From an optimization exercise on the open Yosys and OpenROAD flow, aimed at small area, a short achievable clock period and few clock cycles per item; shortcuts taken in it are not production practice. No functional check of the RTL was part of any run shown here.

**flow/config.mk**
```make
export PLATFORM = sky130hd
export DESIGN_NAME = math_expression_tokenizer
export DESIGN_NICKNAME = math_expression_tokenizer
export VERILOG_FILES = /design/flow/design.v
export SDC_FILE = /design/flow/constraint.sdc
export NUM_CORES = 4
export LEC_CHECK = 0
export CAP_MARGIN = 20
export CORE_MARGIN = 2
export CORE_UTILIZATION = 40
export SETUP_SLACK_MARGIN = 1.5
export SLEW_MARGIN = 20
```
**flow/constraint.sdc**
```tcl
create_clock -name core_clock -period 5.3 [get_ports {clk}]
set_input_delay 1.0600 -clock core_clock [delete_from_list [all_inputs] [get_ports {clk}]]
set_output_delay 1.0600 -clock core_clock [all_outputs]
set_load 0.01 [all_outputs]
```
**flow/design.v**
```verilog
`timescale 1ns / 1ps
module mxt_lexer #(
	parameter int MANTISSA_BITS = 48,
	parameter int DEPTH_BITS = 8
) (
	input  logic        clk,
	input  logic        arst_n,
	input  logic        valid,
	input  logic [7:0]  c,
	input  logic        is_mark,
	input  logic        room0,
	input  logic        room1,
	input  logic        num_held,
	output logic        go,
	output logic        push_a,
	output logic [4:0]  kind_a,
	output logic        push_b,
	output logic [4:0]  kind_b,
	output logic [1:0]  status_b,
	output logic [MANTISSA_BITS-1:0] acc,
	output logic [3:0]  frac
);
	localparam logic [4:0] KIND_PLUS   = 5'd11;
	localparam logic [4:0] KIND_MINUS  = 5'd12;
	localparam logic [4:0] KIND_TIMES  = 5'd13;
	localparam logic [4:0] KIND_DIVIDE = 5'd14;
	localparam logic [4:0] KIND_POWER  = 5'd15;
	localparam logic [4:0] KIND_LPAREN = 5'd16;
	localparam logic [4:0] KIND_RPAREN = 5'd17;
	localparam logic [4:0] KIND_END    = 5'd18;
	localparam logic [1:0] ST_OK      = 2'd0;
	localparam logic [1:0] ST_SYNTAX  = 2'd1;
	localparam logic [1:0] ST_KEYWORD = 2'd2;
	localparam logic [1:0] ST_MIXED   = 2'd3;
	localparam logic [4:0] S_IDLE = 5'd0;
	localparam logic [4:0] S_NUMI = 5'd1;   
	localparam logic [4:0] S_NUMF = 5'd2;   
	localparam logic [4:0] S_MARK = 5'd3;   
	localparam logic [4:0] S_ERRS = 5'd4;   
	localparam logic [4:0] S_ERRK = 5'd5;   
	localparam logic [4:0] W_DEAD  = 5'd8;
	localparam logic [4:0] W_S     = 5'd9;
	localparam logic [4:0] W_SI    = 5'd10;
	localparam logic [4:0] W_SQ    = 5'd11;
	localparam logic [4:0] W_SQR   = 5'd12;
	localparam logic [4:0] W_C     = 5'd13;
	localparam logic [4:0] W_CO    = 5'd14;
	localparam logic [4:0] W_TA    = 5'd15;
	localparam logic [4:0] W_TH    = 5'd16;
	localparam logic [4:0] W_SIN   = 5'd17;
	localparam logic [4:0] W_COS   = 5'd18;
	localparam logic [4:0] W_TAN   = 5'd19;
	localparam logic [4:0] W_ABS   = 5'd20;
	localparam logic [4:0] W_SQRT  = 5'd21;
	localparam logic [4:0] W_PI    = 5'd22;
	localparam logic [4:0] W_E     = 5'd23;
	localparam logic [4:0] W_THETA = 5'd24;
	localparam logic [4:0] W_X     = 5'd25;
	localparam logic [4:0] W_T     = 5'd26;
	localparam logic [4:0] W_THE   = 5'd27;
	localparam logic [4:0] W_THET  = 5'd28;
	localparam logic [4:0] W_A     = 5'd29;
	localparam logic [4:0] W_AB    = 5'd30;
	localparam logic [4:0] W_P     = 5'd31;
	localparam logic [1:0] CMP_EQ = 2'd0;
	localparam logic [1:0] CMP_LT = 2'd1;
	localparam logic [1:0] CMP_GT = 2'd2;
	function automatic logic [4:0] word_start(input logic [7:0] ch);
		case (ch)
			"s": word_start = W_S;
			"c": word_start = W_C;
			"t": word_start = W_T;
			"a": word_start = W_A;
			"p": word_start = W_P;
			"e": word_start = W_E;
			"x": word_start = W_X;
			default: word_start = W_DEAD;
		endcase
	endfunction
	function automatic logic [4:0] word_next(input logic [4:0] s, input logic [7:0] ch);
		word_next = W_DEAD;
		case (s)
			W_S:    if (ch == "i") word_next = W_SI; else if (ch == "q") word_next = W_SQ;
			W_SI:   if (ch == "n") word_next = W_SIN;
			W_SQ:   if (ch == "r") word_next = W_SQR;
			W_SQR:  if (ch == "t") word_next = W_SQRT;
			W_C:    if (ch == "o") word_next = W_CO;
			W_CO:   if (ch == "s") word_next = W_COS;
			W_T:    if (ch == "a") word_next = W_TA; else if (ch == "h") word_next = W_TH;
			W_TA:   if (ch == "n") word_next = W_TAN;
			W_TH:   if (ch == "e") word_next = W_THE;
			W_THE:  if (ch == "t") word_next = W_THET;
			W_THET: if (ch == "a") word_next = W_THETA;
			W_A:    if (ch == "b") word_next = W_AB;
			W_AB:   if (ch == "s") word_next = W_ABS;
			W_P:    if (ch == "i") word_next = W_PI;
			default: word_next = W_DEAD;
		endcase
	endfunction
	logic [4:0]               st_q, st_n;
	logic [MANTISSA_BITS-1:0] acc_q, acc_n;
	logic [3:0]               frac_q, frac_n;
	logic [3:0]               len_q, len_n, len_s, len_d, top_dig;
	logic [1:0]               cmp_q, cmp_n, cmp_s, cmp_d;
	logic [DEPTH_BITS-1:0]    depth_q, depth_n;
	logic                     neg_q, neg_n;
	logic [1:0]               var_q, var_n, v;
	logic                     mixed_q, mixed_n;
	logic is_dig, is_alp, is_sp, is_zero, is_word, is_kw, two_push, room, fall;
	logic [3:0] dig;
	logic [MANTISSA_BITS+3:0] wide;
	logic over;
	assign dig     = c[3:0];
	assign is_dig  = c >= "0" && c <= "9";
	assign is_alp  = (c >= "a" && c <= "z") || (c >= "A" && c <= "Z");
	assign is_sp   = c == " " || (c >= 8'd9 && c <= 8'd13);
	assign is_zero = c == 8'd0;
	assign is_word = st_q[4] || st_q[3];
	assign is_kw   = st_q[4] && st_q[3:0] >= 4'd1 && st_q[3:0] <= 4'd10;
	assign v       = st_q[1:0] + 2'd1;
	assign wide = ({4'b0, acc_q} << 3) + ({4'b0, acc_q} << 1)
		+ {{MANTISSA_BITS{1'b0}}, dig};
	assign over = len_q == 4'd15 || (len_q == 4'd14
		&& (cmp_q == CMP_GT || (cmp_q == CMP_EQ && dig > 4'd5)));
	always_comb begin
		case (len_q)
			4'd0:  top_dig = 4'd2;
			4'd1:  top_dig = 4'd8;
			4'd2:  top_dig = 4'd1;
			4'd3:  top_dig = 4'd4;
			4'd4:  top_dig = 4'd7;
			4'd5:  top_dig = 4'd4;
			4'd6:  top_dig = 4'd9;
			4'd7:  top_dig = 4'd7;
			4'd8:  top_dig = 4'd6;
			4'd9:  top_dig = 4'd7;
			4'd10: top_dig = 4'd1;
			4'd11: top_dig = 4'd0;
			4'd12: top_dig = 4'd6;
			4'd13: top_dig = 4'd5;
			default: top_dig = 4'd5;
		endcase
	end
	assign len_s = (len_q == 4'd0 && dig == 4'd0) ? 4'd0 : len_q + 4'd1;
	assign cmp_s = (len_q == 4'd0 && dig == 4'd0) ? CMP_EQ
		: cmp_q != CMP_EQ ? cmp_q
		: dig > top_dig ? CMP_GT : dig < top_dig ? CMP_LT : CMP_EQ;
	assign len_d = dig == 4'd0 ? 4'd0 : 4'd1;
	assign cmp_d = dig == 4'd0 ? CMP_EQ : dig > 4'd2 ? CMP_GT : dig < 4'd2 ? CMP_LT : CMP_EQ;
	assign two_push = is_word || st_q == S_NUMI || st_q == S_NUMF;
	assign room = two_push ? room0 : room1;
	assign go = valid && room
		&& !(is_dig && (st_q == S_IDLE || st_q == S_MARK) && num_held);
	assign acc = acc_q;
	assign frac = frac_q;
	always_comb begin
		st_n = st_q; acc_n = acc_q; frac_n = frac_q; len_n = len_q; cmp_n = cmp_q;
		depth_n = depth_q; neg_n = neg_q; var_n = var_q; mixed_n = mixed_q;
		push_a = 1'b0; kind_a = 5'd0;
		push_b = 1'b0; kind_b = 5'd0; status_b = ST_OK;
		fall = 1'b1;
		if (st_q == S_NUMI || st_q == S_NUMF) begin
			if (is_dig) begin
				fall = 1'b0;
				if (st_q == S_NUMI) begin
					acc_n = over ? '1 : wide[MANTISSA_BITS-1:0];
					len_n = over ? 4'd15 : len_s;
					cmp_n = over ? CMP_EQ : cmp_s;
				end else if (!over && frac_q != 4'd15) begin
					acc_n = wide[MANTISSA_BITS-1:0];
					frac_n = frac_q + 4'd1;
					len_n = len_s;
					cmp_n = cmp_s;
				end
			end else if (is_mark && st_q == S_NUMI) begin
				fall = 1'b0;
				st_n = S_NUMF;
			end else begin
				push_a = 1'b1;
				st_n = S_IDLE;
			end
		end else if (st_q == S_MARK) begin
			if (is_dig) begin
				fall = 1'b0;
				st_n = S_NUMF;
				acc_n = {{(MANTISSA_BITS-4){1'b0}}, dig};
				frac_n = 4'd1;
				len_n = len_d;
				cmp_n = cmp_d;
			end else begin
				st_n = S_ERRS;
			end
		end else if (is_word) begin
			if (is_alp || is_dig) begin
				fall = 1'b0;
				st_n = word_next(st_q, c);
			end else if (is_kw) begin
				push_a = 1'b1;
				kind_a = {1'b0, st_q[3:0]};
				st_n = S_IDLE;
				if (st_q[3:0] >= 4'd8) begin
					if (var_q == 2'd0) var_n = v;
					else if (var_q != v) mixed_n = 1'b1;
				end
			end else begin
				st_n = S_ERRK;
			end
		end
		if (fall) begin
			if (is_zero) begin
				push_b = 1'b1;
				kind_b = KIND_END;
				if (st_n == S_ERRS) status_b = ST_SYNTAX;
				else if (st_n == S_ERRK) status_b = ST_KEYWORD;
				else if (mixed_n) status_b = ST_MIXED;
				else if (depth_q != '0 || neg_q) status_b = ST_SYNTAX;
				else status_b = ST_OK;
				st_n = S_IDLE;
				depth_n = '0; neg_n = 1'b0; var_n = 2'd0; mixed_n = 1'b0;
			end else if (st_n != S_ERRS && st_n != S_ERRK) begin
				if (is_sp) begin
				end else if (is_dig) begin
					st_n = S_NUMI;
					acc_n = {{(MANTISSA_BITS-4){1'b0}}, dig};
					frac_n = 4'd0;
					len_n = len_d;
					cmp_n = cmp_d;
				end else if (is_mark) begin
					st_n = S_MARK;
				end else if (is_alp) begin
					st_n = word_start(c);
				end else begin
					push_b = 1'b1;
					case (c)
						"+": kind_b = KIND_PLUS;
						"-": kind_b = KIND_MINUS;
						"*": kind_b = KIND_TIMES;
						"/": kind_b = KIND_DIVIDE;
						"^": kind_b = KIND_POWER;
						"(": begin
							kind_b = KIND_LPAREN;
							if (&depth_q) neg_n = 1'b1;
							else depth_n = depth_q + 1'b1;
						end
						")": begin
							kind_b = KIND_RPAREN;
							if (depth_q == '0) neg_n = 1'b1;
							else depth_n = depth_q - 1'b1;
						end
						default: begin
							push_b = 1'b0;
							st_n = S_ERRS;
						end
					endcase
				end
			end
		end
	end
	always_ff @(posedge clk or negedge arst_n) begin
		if (!arst_n) begin
			st_q <= S_IDLE; depth_q <= '0; neg_q <= 1'b0; var_q <= 2'd0;
			mixed_q <= 1'b0;
		end else if (go) begin
			st_q <= st_n; depth_q <= depth_n; neg_q <= neg_n; var_q <= var_n;
			mixed_q <= mixed_n;
		end
	end
	always_ff @(posedge clk) begin
		if (go) begin
			acc_q <= acc_n;
			frac_q <= frac_n;
			len_q <= len_n;
			cmp_q <= cmp_n;
		end
	end
endmodule
`timescale 1ns / 1ps
module mxt_token_queue (
	input  logic       clk,
	input  logic       arst_n,
	input  logic       go,
	input  logic       push_a,
	input  logic [4:0] kind_a,
	input  logic       push_b,
	input  logic [4:0] kind_b,
	input  logic [1:0] status_b,
	output logic       hp0,
	output logic       hp1,
	output logic       num_held,
	output logic       q0_num,
	output logic       tokens_valid,
	input  logic       tokens_ready,
	output logic [4:0] tokens_token_kind,
	output logic [1:0] tokens_status
);
	logic       v0_q, v1_q;
	logic [4:0] k0_q, k1_q;
	logic [1:0] s0_q, s1_q;
	logic       pop, pa, pb;
	logic [4:0] t0_k;
	logic [1:0] t0_s;
	logic       q1_num;
	assign pop = v0_q && tokens_ready;
	assign hp0 = !v1_q && (!v0_q || tokens_ready);
	assign hp1 = !v1_q || tokens_ready;
	assign q0_num = k0_q == 5'd0;
	assign q1_num = k1_q == 5'd0;
	assign num_held = (v0_q && q0_num && !tokens_ready) || (v1_q && q1_num);
	assign tokens_valid = v0_q;
	assign tokens_token_kind = k0_q;
	assign tokens_status = s0_q;
	assign pa = go && push_a;
	assign pb = go && push_b;
	assign t0_k = push_a ? kind_a : kind_b;
	assign t0_s = push_a ? 2'd0 : status_b;
	always_ff @(posedge clk or negedge arst_n) begin
		if (!arst_n) begin
			v0_q <= 1'b0;
			v1_q <= 1'b0;
		end else begin
			if (hp0) begin
				v0_q <= pa || pb;
				v1_q <= pa && pb;
			end else if (pop || !v1_q) begin
				v0_q <= 1'b1;
				v1_q <= pa || pb;
			end
		end
	end
	always_ff @(posedge clk) begin
		if (hp0) begin
			k0_q <= t0_k;
			s0_q <= t0_s;
			k1_q <= kind_b;
			s1_q <= status_b;
		end else begin
			if (pop) begin
				k0_q <= k1_q;
				s0_q <= s1_q;
			end
			if (pop || !v1_q) begin
				k1_q <= t0_k;
				s1_q <= t0_s;
			end
		end
	end
endmodule
`timescale 1ns / 1ps
module math_expression_tokenizer #(
	parameter int MANTISSA_BITS = 48,
	parameter int DEPTH_BITS = 8
) (
	input  logic clk,
	input  logic arst_n,
	input  logic chars_valid,
	output logic chars_ready,
	input  logic [7:0] chars_character,
	output logic tokens_valid,
	input  logic tokens_ready,
	output logic [4:0] tokens_token_kind,
	output logic [47:0] tokens_number_mantissa,
	output logic [3:0] tokens_fraction_digits,
	output logic [1:0] tokens_status,
	output logic tokens_last,
	input  logic cfg_valid,
	output logic cfg_ready,
	input  logic cfg_comma_decimal_mark
);
	logic        mark_q;
	logic        r0_v, r1_v;
	logic [7:0]  r0_c, r1_c;
	logic        r0_m, r1_m;
	logic        in_m, accept, go;
	logic        pop, q_hp0, q_hp1, num_held;
	logic        push_a, push_b;
	logic [4:0]  kind_a, kind_b;
	logic [1:0]  status_b;
	logic        q0_num;
	logic [47:0] acc;
	logic [3:0]  frac;
	assign cfg_ready = 1'b1;
	assign chars_ready = !r1_v;
	assign accept = chars_valid && !r1_v;
	assign in_m = mark_q ? (chars_character == ",") : (chars_character == ".");
	always_ff @(posedge clk or negedge arst_n) begin
		if (!arst_n) mark_q <= 1'b0;
		else if (cfg_valid) mark_q <= cfg_comma_decimal_mark;
	end
	always_ff @(posedge clk or negedge arst_n) begin
		if (!arst_n) begin
			r0_v <= 1'b0;
			r1_v <= 1'b0;
		end else if (go) begin
			r0_v <= r1_v || accept;
			r1_v <= 1'b0;
		end else if (accept) begin
			if (r0_v) r1_v <= 1'b1;
			else r0_v <= 1'b1;
		end
	end
	always_ff @(posedge clk) begin
		if (go || !r0_v) begin
			r0_c <= r1_v ? r1_c : chars_character;
			r0_m <= r1_v ? r1_m : in_m;
		end
		if (!r1_v) begin
			r1_c <= chars_character;
			r1_m <= in_m;
		end
	end
	mxt_lexer #(
		.MANTISSA_BITS(MANTISSA_BITS),
		.DEPTH_BITS(DEPTH_BITS)
	) u_lexer (
		.clk(clk),
		.arst_n(arst_n),
		.valid(r0_v),
		.c(r0_c),
		.is_mark(r0_m),
		.room0(q_hp0),
		.room1(q_hp1),
		.num_held(num_held),
		.go(go),
		.push_a(push_a),
		.kind_a(kind_a),
		.push_b(push_b),
		.kind_b(kind_b),
		.status_b(status_b),
		.acc(acc),
		.frac(frac)
	);
	mxt_token_queue u_queue (
		.clk(clk),
		.arst_n(arst_n),
		.go(go),
		.push_a(push_a),
		.kind_a(kind_a),
		.push_b(push_b),
		.kind_b(kind_b),
		.status_b(status_b),
		.hp0(q_hp0),
		.hp1(q_hp1),
		.num_held(num_held),
		.q0_num(q0_num),
		.tokens_valid(tokens_valid),
		.tokens_ready(tokens_ready),
		.tokens_token_kind(tokens_token_kind),
		.tokens_status(tokens_status)
	);
	assign tokens_last = tokens_token_kind[4] & tokens_token_kind[1];
	assign tokens_number_mantissa = q0_num ? acc : 48'd0;
	assign tokens_fraction_digits = q0_num ? frac : 4'd0;
endmodule
```
**flow/run.sh**
```bash
#!/bin/bash
# synth_recipe.tcl (not shown) runs the flow's synth.tcl, then flattens the netlist and writes it again
# the make line also repeats each setting of config.mk as NAME=value (left out here)
make -C /OpenROAD-flow-scripts/flow DESIGN_CONFIG=/design/flow/config.mk WORK_HOME=/design/flow/orfs CLKGATE_MAP_FILE= SYNTH_SCRIPT=/design/flow/synth_recipe.tcl finish
```
==> implementation parameters, run 1 <==
Parameter                              Value

Cells and area
  Area Growth Syn to Fin    19.7%
  Fin util    0.485
  Number of antenna diodes    0
  # nets final    1513
  Ratio of cells with drive above 1 in the final layout    0.122

Floorplanning
  Initial Utilization    0.406
  Number of rows in the core area    60
  Floorplan core area    0.0268 mm2
  Die Y-Extent    169 um
  Die ar.    0.0285 mm2
  Top-level I/O count    77
  Horiz. Die Dim    169 um

Placement
  Post-DP HPWL    between 20 and 25 mm
  Port Buffer Count    75
  GP Congestion    0.954

Timing
  Transition time at the pin with the least slew margin    0.907 ns
  Unrepaired setup endpoints after global routing    true
  Setup violations, final    0
  Setup Skew    0.0110 ns
  Period utilisation layout    0.709
  Final-report hold violation count    0
  Upper clock frequency limit    between 200 and 300 MHz
  Max-Slew Margin vs Limit    0.389
  Post-layout minimum cycle time    3.76 ns
  Max Slew Vio Count    0
  Setup TNS    0 ns

Clock network
  Hold buffers post-CTS    0
  Clk Latency, worst-skew pair    0.43 ns
  Sinks on Clock Net    about 120
  CTS buffer count    17
  Clock Root Buffer    clkbuf_16
  Longest Clk Path Bufs    2
  Clock tree from TritonCTS    yes
  CTS H-tree lvls    4
  Clock-pin slew of the registers on the worst-case setup and hold paths    0.06 ns

Synth
  Count of different cell masters after synthesis    93
  Number of instances in the synthesized netlist    about 1300
  Fraction of synthesized cell area taken by the top area cell type    0.224
  Biggest area consumer among synthesized cells    edfxtp_1
  Cells taking the most area after synthesis    edfxtp_1, ha_1, a21oi_1
  Cell Area, Synth    0.0109 mm2
  Number of synthesis warnings    3
  Synth Flop Type    edfxtp_1
  Synthesized Nets    1429
  Number of enable-type register cells in the synthesized netlist    81
  Synth Register Bits    116
  Register area share after synthesis    0.298
  Average cell area after synthesis    approximately 8.4 um2
  FFs w/ async S/R, synth    0.190

Route
  Post-route ant nets    0
  Pre-Repair DR Iteration Count    5
  Iteration-0 DRC Markers    just over 1000
  Vias    10500
  Number of vias per cell after detailed routing    between 6 and 7
  Final routed wire length divided by cell count    19.7 um
  DRC viols    0
  Total wire length    approximately 34 mm

Critical path
  Endpoint required time on the critical path    roughly 5.7 ns
  Critical Path Start Type    flip-flop
  Type of destination of the critical path    flip-flop
  Arrival @ worst endpoint    4.12 ns
  Critical Path Source    u_lexer.st_q[0]
  Path type of the worst setup path    reg -> reg
  Maximum fanout encountered on the critical timing path    9
  Beginning of the worst register-to-register path    u_lexer.st_q[0]

Run status
  Status    complete, no violations

Hold path
  Launch point of the worst hold path    r1_c[4]
  Path class of the lowest-slack min-delay path    reg -> reg

Global route
  Vias in the first global route    9927
  Total overflow reported by the global router    0
  First-pass GRT wire length    54.2 mm
  Total routing resource utilization after global routing    0.240
  Largest net degree at the start of global routing    46
  Antenna violations before repair    0

Run
  Max_cap viols    0
==> synthesized netlist by cell type (5+ instances only) <==
cell type and instances:
a211oi_1 24, a21o_1 36, a21oi_1 124, a31o_2 5
a31oi_1 18, and2_1 59, and3_1 11, buf_2 12
buf_4 5, clkbuf_1 42, dfrtp_1 22, dfxtp_1 13
edfxtp_1 81, ha_1 113, inv_1 36, mux2_2 13
mux2i_1 7, nand2_1 139, nand2b_1 9, nand3_1 34
nand4_1 20, nor2_1 121, nor2b_1 9, nor3_1 28
nor4_1 11, o211ai_1 13, o21a_1 9, o21ai_0 76
o21ai_1 21, o21ai_2 5, o221ai_1 8, o22ai_1 9
or2_2 5, or3_1 6, xnor2_1 29, xor2_1 21
==> cells by family (layout without fill, tap and decap cells) <==
group                    after synthesis  in the layout  synth area share
AO/OA/AOI/OAI                        416            416             0.249
multiplexers                          21             21            0.0210
other                                  1              1          0.000345
XOR/XNOR                              50             50            0.0403
flip-flops                           116            116             0.298
AND/OR/NAND/NOR                      480            480             0.218
adder cells (fa/ha/maj)              117            117             0.137
buffers and inverters                 98            195            0.0370
==> cells in the final DEF, fill, tap and decap left out, drive strengths merged, types with 19 or more instances in the layout <==
cell | netlist | layout
nand4 | 20 | 20
xor2 | 21 | 21
dfrtp | 22 | 22
a21o | 36 | 36
xnor2 | 29 | 29
a21oi | 127 | 127
inv | 36 | 35
a211oi | 26 | 26
edfxtp | 81 | 81
ha | 113 | 113
buf | 20 | 52
o21ai | 102 | 102
clkbuf | 42 | 19
nor3 | 30 | 30
nor2 | 123 | 123
nand2 | 142 | 142
clkdlybuf4s50 | 0 | 74
and2 | 60 | 60
a31oi | 19 | 19
nand3 | 34 | 34
==> area by class of cell <==
class / instances / area (um2)
well taps: 341 / 427
flip-flops and latches: 116 / 3240
fillers: 2574 / 13800
repair buffers: 127 / 1170
inverters: 36 / 136
clock inverters: 14 / 186
multi-input cells: 1085 / 7420
clock buffers: 18 / 429
==> repair_timing <==
item,in CTS,in global routing
setup buffers,4,26
endpoints found under the setup margin,21,28
gates resized for setup,10,33
pin swaps,3,19
cloned,0,1
==> per-layer routing <==
layer,vias up,part of all wire,track usage
met5,-,0,0
met4,0,0.019,0.0761
li1,4998,-,-
met3,49,0.057,0.0290
met1,5046,0.45,0.325
met2,394,0.48,0.400
==> state kept, by name, summed over array words and instances, names as in the netlist, 2 cells and up <==
register         count
u_lexer.acc_q       48
r0_c                 8
r1_c                 8
u_lexer.depth_q      8
u_lexer.st_q         5
u_queue.k0_q         5
u_queue.k1_q         5
u_lexer.frac_q       4
u_lexer.len_q        4
u_lexer.top_dig      4
u_lexer.cmp_q        2
u_lexer.var_q        2
u_queue.s0_q         2
u_queue.s1_q         2
==> path summary, 6_finish.rpt <==
check / slack (ns) / endpoint / depth (start not counted)
worst min-delay path: 0.47 / r1_c[4] / 1
worst max-delay path: 1.54 / u_lexer.top_dig[0] / 13
worst min register to register: 0.47 / r1_c[4] / 1
max in group asynchronous: 4.28 / u_lexer.st_q[2] / 1
worst max register to register: 1.54 / u_lexer.top_dig[0] / 13
min in group asynchronous: 0.62 / u_queue.v0_q / 1
==> stage by stage <==
step | area, um2 | cells | hold WS, ns | worst slack, ns
detailed placement | 12000 | 1674 | 0.458 | 1.01
global placement | 12000 | 1674 | 0.457 | 1.25
global route | 13000 | 1737 | 0.490 | 1.41
CTS | 12700 | 1710 | 0.471 | 1.42
finish | 13000 | 1737 | 0.467 | 1.54
floorplan | 10900 | 1299 | 0.436 | 1.51
==> critical path, stage by stage (launching register included) <==
cell and delay, ns:
dfrtp_1 0.50, inv_1 0.15, ha_1 0.34, or2_4 0.23
o21ai_2 0.09, a311o_2 0.46, a2111oi_4 0.44, a21o_4 0.27
nand2_2 0.12, a22oi_2 0.27, mux2i_2 0.18, ha_1 0.25
mux2_1 0.28, mux2i_1 0.12
==> inputs of run 2 (changes only) <==
--- a/flow/config.mk
+++ b/flow/config.mk
@@ -9,4 +9,3 @@
 export CORE_MARGIN = 2
 export CORE_UTILIZATION = 40
-export SETUP_SLACK_MARGIN = 1.5
 export SLEW_MARGIN = 20
==> implementation parameters, run 2 <==
Parameter                              Value

Synth
  Register area share after synthesis    0.298 (unchanged)
  Average cell area after synthesis    8.37 um2 (unchanged)
  Synth Area in Compound Gates    0.249 (unchanged)
  Xor/xnor share of the synthesized area    0.0403 (unchanged)
  Combinational family with the most area after synthesis    compound AO/OA/AOI/OAI gates
  Count of different cell masters after synthesis    93 (unchanged)
  Number of synthesis warnings    3 (unchanged)
  Biggest area consumer among synthesized cells    edfxtp_1
  Cells taking the most area after synthesis    edfxtp_1, ha_1, a21oi_1
  Adder and majority cell fraction of the synthesized area    0.137 (unchanged)
  Multiplexer area fraction after synthesis    0.0210 (unchanged)
  Cell Area, Synth    0.0109 mm2 (unchanged)
  Fraction of the mapped netlist area in simple logic gates    0.218 (unchanged)
  Number of instances in the synthesized netlist    1299 (unchanged)
  Synth Register Bits    116 (unchanged)
  Synthesized Nets    1429 (unchanged)
  Fraction of synthesized cell area taken by the top area cell type    0.224 (unchanged)
  Number of enable-type register cells in the synthesized netlist    81 (unchanged)
  Most numerous cell in the Yosys netlist    nand2_1
  Most frequent cells after synthesis    nand2_1, a21oi_1, nor2_1
  Synth Flop Type    edfxtp_1
  FFs w/ async S/R, synth    0.190 (unchanged)

Critical path
  Critical Path Source    u_lexer.st_q[1]
  Maximum fanout encountered on the critical timing path    9 (unchanged)
  Capture point of the worst path    u_lexer.top_dig[0]
  Arrival @ worst endpoint    4.54 ns (+0.42 ns)
  Number of cells on the worst reg-to-reg path    13 (unchanged)
  Type of destination of the critical path    flip-flop
  Endpoint required time on the critical path    5.65 ns (about the same)
  Worst path max stage delay    0.48 ns (-0.02 ns)
  Path type of the worst setup path    reg -> reg
  Beginning of the worst register-to-register path    u_lexer.st_q[1]
  End of the worst register-to-register path    u_lexer.top_dig[0]
  Standard cell with the maximum stage delay on the critical path    dfrtp_1
  Critical Path Start Type    flip-flop
  Cell-by-cell listing of the critical path    inv_1 -> ha_1 -> or2_1 -> o21ai_2 -> a311o_2 -> a2111oi_4 -> a21o_1 -> a22oi_2 -> mux2i_1 -> inv_1 -> ha_1 -> mux2_1 -> mux2i_1
  Register-to-register setup slack    1.11 ns (-0.43 ns)

Global route
  Antenna violations before repair    0 (unchanged)
  Total overflow reported by the global router    0 (unchanged)
  Largest net degree at the start of global routing    56 (+22%)
  Total routing resource utilization after global routing    0.233 (-0.00698)
  First-pass GRT wire length    52.8 mm (-2.5%)
  Vias in the first global route    9951 (+0.24%)

Cells and area
  Max FFs per register    48 (unchanged)
  Most flop-heavy register    u_lexer.acc_q
  Ratio of cells with drive above 1 in the final layout    0.0742 (-0.0483)
  Number of antenna diodes    0 (unchanged)
  # nets final    1479 (-2.2%)
  Area Growth Syn to Fin    14.6%
  Highest-count cells in the layout ignoring fill and taps    nand2_1, a21oi_1, nor2_1, ha_1, edfxtp_1
  Leading cell type in the layout, fill and taps excluded    nand2_1

Timing
  Period utilisation layout    0.790 (+0.0816)
  Setup violations, final    0 (unchanged)
  Final-report hold violation count    0 (unchanged)
  Post-layout minimum cycle time    4.19 ns (+0.433 ns)
  Setup Skew    0.0203 ns (+0.00929 ns)
  Unrepaired setup endpoints after global routing    false
  Setup TNS    0 ns (unchanged)
  Max Slew Vio Count    0 (unchanged)
  Max-Slew Margin vs Limit    0.313 (-0.0763)
  Transition time at the pin with the least slew margin    1.03 ns (+0.119 ns)
  Upper clock frequency limit    239 MHz (-10%)

Clock network
  # resized after CTS    0 (-10)
  Sinks on Clock Net    116 (unchanged)
  CTS H-tree lvls    4 (unchanged)
  Clock Root Buffer    clkbuf_16
  Count of buffers added by post-CTS timing repair for setup    0 (-4)
  Clock tree from TritonCTS    yes
  Hold buffers post-CTS    0 (unchanged)
  CTS buffer count    17 (unchanged)
  Clock-pin slew of the registers on the worst-case setup and hold paths    0.06 ns (about the same)
  Clk Latency, worst-skew pair    0.43 ns (about the same)
  Longest Clk Path Bufs    2 (unchanged)

Floorplanning
  Floorplan core area    0.0268 mm2 (unchanged)
  Top-level I/O count    77 (unchanged)
  Initial Utilization    0.406 (unchanged)
  Die Y-Extent    169 um (unchanged)
  Horiz. Die Dim    169 um (unchanged)
  Die ar.    0.0285 mm2 (unchanged)
  Number of rows in the core area    60 (unchanged)

Route
  Pre-Repair DR Iteration Count    6 (+1)
  DRC viols    0 (unchanged)
  Post-route ant nets    0 (unchanged)
  Final routed wire length divided by cell count    19.3 um (-2.3%)
  Total wire length    32.8 mm (-4.2%)
  Vias    10200 (-2.6%)
  Iteration-0 DRC Markers    884 (-13%)
  Number of vias per cell after detailed routing    6.00 (-0.66%)

Placement
  Port Buffer Count    75 (unchanged)
  GP Congestion    0.955 (about the same)
  Post-DP HPWL    24.4 mm (-2.2%)

Run
  Max_cap viols    0 (unchanged)

Run status
  Status    complete, no violations

Hold path
  Path class of the lowest-slack min-delay path    reg -> reg
[run 2: cell count changes in the layout (fill, tap and decap cells not counted), sizes merged]
cell | before | now
bufinv | 4 | 0
clkinvlp | 4 | 3
clkbuf | 19 | 22
inv | 35 | 36
buf | 52 | 19
[run 2: worst min-delay path by stage]
| stage | startpoint | to | slack, ns | cells past startpoint |
|---|---|---|---|---|
| floorplan | r1_m | r1_m | 0.44 | 1 |
| global placement | r1_c[6] | r1_c[6] | 0.46 | 1 |
| detailed placement | r1_c[5] | r1_c[5] | 0.46 | 1 |
| CTS | r1_c[1] | r1_c[1] | 0.47 | 1 |
| global route | r1_c[2] | r1_c[2] | 0.49 | 1 |
| finish | r1_c[1] | r1_c[1] | 0.47 | 1 |
[run 2: metrics by stage]
stage | setup WS [ns] | area (um2) | hold WS [ns] | std cells | utilization
5_1_grt | 0.867 | 12500 | 0.485 | 1703 | 0.465
2_1_floorplan | 0.354 | 10900 | 0.436 | 1299 | -
3_5_place_dp | 1.21 | 11900 | 0.460 | 1671 | 0.445
4_1_cts | 1.05 | 12500 | 0.474 | 1703 | 0.465
6_report | 1.11 | 12500 | 0.472 | 1703 | 0.465
3_3_place_gp | 1.24 | 11900 | 0.455 | 1671 | 0.445
[run 2: cell type report]
class	instances	area, um2
fill	2622	14300
multi-input combinational	1085	7240
sequential	116	3240
timing repair buffer	93	881
clock buffer	22	475
tap	341	427
inverter	36	135
clock inverter	10	56.3
[run 2: per-layer routing]
metal | vias to the layer above | global-route usage | routed length (um)
li1 | 4947 | - | -
met1 | 4854 | 0.301 | 14700
met2 | 364 | 0.396 | 15600
met3 | 49 | 0.0407 | 1720
met4 | 0 | 0.0738 | 775
met5 | - | 0 | 0
[run 2: worst max-delay path, delay by kind of cell, from the launching register on]
kind	cells	cell delay [ns]
adder cells (fa/ha/maj)	2	0.64
buffers and inverters	2	0.26
AO/OA/AOI/OAI	5	1.67
flip-flops	1	0.48
multiplexers	3	0.78
AND/OR/NAND/NOR	1	0.28
[run 2: cells by family after synthesis]
| family | Yosys count |
|---|---|
| flip-flops | 116 |
| AND/OR/NAND/NOR | 480 |
| adder cells (fa/ha/maj) | 117 |
| XOR/XNOR | 50 |
| multiplexers | 21 |
| buffers and inverters | 98 |
| other | 1 |
| AO/OA/AOI/OAI | 416 |

afterwards: timing with drivers on the ports:
In the flow no input, the clock included, has a driving cell. The finished layouts below were timed again as built, in two steps.
Step 1 assumes that a clkbuf_16 drives the clock port and a buf_2 every other input.
Step 2 times the ports against the registers' clock, not the clock port: input delays grow and output delays shrink by t, the midpoint of the rising clock arrivals with the driver on.
Slacks: no drivers / after step 1 / after step 2; pairs: no drivers / after step 1.
| run | t, ns | setup slack, ns | cell pins on the clock port's net |
|---|---|---|---|
| run 1 | 0.474 | 1.544 / 1.544 / 1.314 | 1 |
| run 2 | 0.474 | 1.111 / 1.086 / 1.111 | 1 |
After both steps every run listed still meets setup and hold. The setup slack of run 1, which loses most, moves by 0.000 ns with the drivers and by -0.230 ns with both steps.
